Source: an optimization exercise on an open RTL-to-GDS flow (aim: small area). Production flows keep margins and buffers that such runs may drop.
At most, simulation tests tie the RTL to the original design; equivalence was not proved.
Power figures rest on the tool's default switching activity, not on a simulated workload.

## eth_tx_top
module eth_tx_top
(
    input  logic        clk,
    input  logic        rst_n,
    input  logic        tx_start,
    input  logic [1:0]  tx_kind,
    input  logic        arp_op,
    input  logic [47:0] des_mac,
    input  logic [31:0] des_ip,
    input  logic [15:0] payload_len,
    input  logic [7:0]  payload_data,
    output logic        rdy,
    output logic [1:0]  busy_kind,
    output logic        payload_req,
    output logic        gmii_tx_en,
    output logic [7:0]  gmii_txd
);
For scale: about 190 flip-flops.
Settings: LEC_CHECK=0, CAP_MARGIN=0, CORE_MARGIN=2, CORE_UTILIZATION=55, SLEW_MARGIN=0; clock period 5.0 ns.
standard.sh (not shown) runs the stock make flow with config.mk's settings and CLKGATE_MAP_FILE= SYNTH_SCRIPT=/design/flow/synth_recipe.tcl, a recipe that flattens the netlist after the stock synthesis.
==> flow/flow/run.sh <==
#!/bin/bash
# Synthesis as the standard one but with an area-oriented abc script (flow/area.abc),
# then the standard layout with buf_1 port buffers and a clkbuf_8 clock tree without
# dummy loads; global placement keeps no resizer changes. Each make run's full output goes to its own log here.
set -euo pipefail
W=$PWD
export FLOW_ABC_SCRIPT=$W/flow/area.abc
make -C "$FLOW_HOME" DESIGN_CONFIG=$W/config.mk WORK_HOME=$W/orfs CLKGATE_MAP_FILE= \
  SYNTH_SCRIPT=$W/flow/synth_area.tcl synth > synth_flow.log 2>&1
export BUFFER_PORTS_ARGS="-buffer_cell sky130_fd_sc_hd__buf_1"
export GPL_KEEP_OVERFLOW=0
export CTS_ARGS="-sink_clustering_enable -repair_clock_nets -dont_use_dummy_load -buf_list sky130_fd_sc_hd__clkbuf_8"
bash standard.sh > standard_flow.log 2>&1
==> flow/flow/area.abc <==
strash
&get -n
&fraig -x
&put
scorr
dc2
balance
rewrite
refactor
balance
rewrite
rewrite -z
balance
refactor -z
rewrite -z
balance
strash
&get -n
&dch -f
&nf -R 1000 -p -C 32 -F 10
&put
==> flow/flow/synth_area.tcl <==
# synth_recipe.tcl with one change: abc maps the combinational logic with flow/area.abc
# (an area-recovering script) in place of ORFS's speed script. Registers are untouched.
proc synth {args} { yosys synth -nofsm -noshare {*}$args }
proc abc {args} {
  set i [lsearch -exact $args -script]
  if { $i >= 0 } {
    set args [lreplace $args [expr {$i + 1}] [expr {$i + 1}] $::env(FLOW_ABC_SCRIPT)]
  }
  yosys abc {*}$args
}
source $::env(SCRIPTS_DIR)/synth.tcl
# left out here: clear keep_hierarchy, flatten, clean up, hide names made inside functions, write 1_2_yosys.v
Then changed:
--- a/flow/design.v
+++ b/flow/design.v
@@ -319,28 +319,28 @@
                         7'd57: cb = board_mac[7:0];
                         7'd58: cb = board_ip[31:24];
                         7'd59: cb = board_ip[23:16];
                         7'd60: cb = board_ip[15:8];
                         7'd61: cb = board_ip[7:0];
                         default: cb = 8'h00;
                     endcase
                 end
             end
         endcase
     end
     assign hdr = cb | (var_byte & {8{!(k >= 7'd36 && k <= 7'd39)}});
-    logic [7:0] fb_d;
-    assign fb_d   = hdr | (payload_data & {8{req_d}}) | (~crc[7:0] & {8{k >= 7'd90 && k <= 7'd93}});
-    assign crc_en = (k >= 7'd30) && (k <= 7'd89);
+    always_ff @(posedge clk) begin
+        fb <= hdr | (payload_data & {8{req_d}});
+    end
+    assign crc_en = (k >= 7'd31) && (k <= 7'd90);
     crc32_gen u_crc (
         .clk     (clk),
         .en      (crc_en),
-        .data    (fb_d),
+        .data    (fb),
         .crc_reg (crc)
     );
     always_ff @(posedge clk) begin
-        fb    <= fb_d;
-        txd_r <= fb;
+        txd_r <= fb | (~crc[7:0] & {8{k >= 7'd91 && k <= 7'd94}});
     end
     assign gmii_tx_en = (k >= 7'd24) && (k <= 7'd95);
     assign gmii_txd   = gmii_tx_en ? txd_r : 8'h00;
 endmodule
=>
- The changed run went through all stages and came out clean
- worst setup slack gains 0.15 ns
- via count grows by 0.75%
- core utilization grows by 0.39 points
- global-route usage rose by 0.76 points
- routed wire length went up by 0.64%
Only the layout flow was run in the second run of this note; the RTL was not checked for function there.

## trial 71
Starting RTL as in the previous note.
Settings: LEC_CHECK=0, CAP_MARGIN=0, CORE_MARGIN=2, CORE_UTILIZATION=40, SLEW_MARGIN=0; clock period 5.0 ns.
==> flow/flow/area.abc <==
strash
&get -n
&fraig -x
&put
scorr
dc2
balance
rewrite
refactor
balance
rewrite
rewrite -z
balance
refactor -z
rewrite -z
balance
strash
&get -n
&dch -f
&nf -R 1000 -p
&put
Scripts as last shown in full above: flow/flow/run.sh, flow/flow/synth_area.tcl
Edits applied to the flow inputs when going from trial 71 to build 37:
--- a/flow/design.v
+++ b/flow/design.v
@@ -325,22 +325,22 @@
                     endcase
                 end
             end
         endcase
     end
     assign hdr = cb | (var_byte & {8{!(k >= 7'd36 && k <= 7'd39)}});
-    logic [7:0] fb_d;
-    assign fb_d   = hdr | (payload_data & {8{req_d}}) | (~crc[7:0] & {8{k >= 7'd90 && k <= 7'd93}});
-    assign crc_en = (k >= 7'd30) && (k <= 7'd89);
+    always_ff @(posedge clk) begin
+        fb <= hdr | (payload_data & {8{req_d}});
+    end
+    assign crc_en = (k >= 7'd31) && (k <= 7'd90);
     crc32_gen u_crc (
         .clk     (clk),
         .en      (crc_en),
-        .data    (fb_d),
+        .data    (fb),
         .crc_reg (crc)
     );
     always_ff @(posedge clk) begin
-        fb    <= fb_d;
-        txd_r <= fb;
+        txd_r <= fb | (~crc[7:0] & {8{k >= 7'd91 && k <= 7'd94}});
     end
     assign gmii_tx_en = (k >= 7'd24) && (k <= 7'd95);
     assign gmii_txd   = gmii_tx_en ? txd_r : 8'h00;
 endmodule
- Post-detailed-placement cell area grows slightly when moving from trial 71 to build 37.
- Of trial 71 and build 37, the run reporting the higher unique cell type count in the Yosys netlist was trial 71.
- k[3] as the startpoint of the worst setup timing path was reported by build 37, and k[0] by trial 71.
- Build 37 vs. trial 71: number of global-route vias before repair went up; clock network fraction of design power went down; total power of the final layout went up; final area went up; routed via count divided by cell count went up.
- Fraction of met2 tracks used by global routing: lower on build 37
- Build 37 vs. trial 71: first-pass GRT wire length increased about 2%, maximum buffer depth of the clock tree essentially unchanged, maximum fanout along the worst path increased 6.
- Compared with trial 71, build 37 shows a final standard cell utilization of the core that is 0.23 points higher.
Function not checked in build 37: the RTL went through the layout flow alone.

what the ideal ports hide:
No port has a modelled driver above. Below, the same layouts with a new extraction and two added sets of constraints.
Step 1: set_driving_cell puts a clkbuf_16 on clk and a buf_2 on each other input, an assumption about the parent block.
Step 2 times the ports against the registers' clock, not the clock port: input delays grow and output delays shrink by t, the midpoint of the rising clock arrivals with the driver on.
Three values: ideal, step 1, step 2; two values: the first two.
| run | t, ns | setup slack, ns | hold slack, ns | slew at the worst register clock pin (ns) | worst slew at a driven data input, ns |
|---|---|---|---|---|---|
| the first run of note 1 | 0.484 | 0.186 / 0.186 / 0.186 | 0.305 / 0.305 / 0.305 | 0.10 / 0.10 | 0.04 |
| the second run of note 1 | 0.482 | 0.337 / 0.337 / 0.337 | 0.331 / 0.331 / 0.331 | 0.11 / 0.11 | 0.05 |
| trial 71 | 0.499 | 0.311 / 0.311 / 0.311 | 0.319 / 0.319 / 0.319 | 0.12 / 0.12 | 0.05 |
| build 37 | 0.489 | 0.273 / 0.273 / 0.273 | 0.324 / 0.324 / 0.324 | 0.12 / 0.12 | 0.05 |
After both steps setup and hold are still met in every run listed.
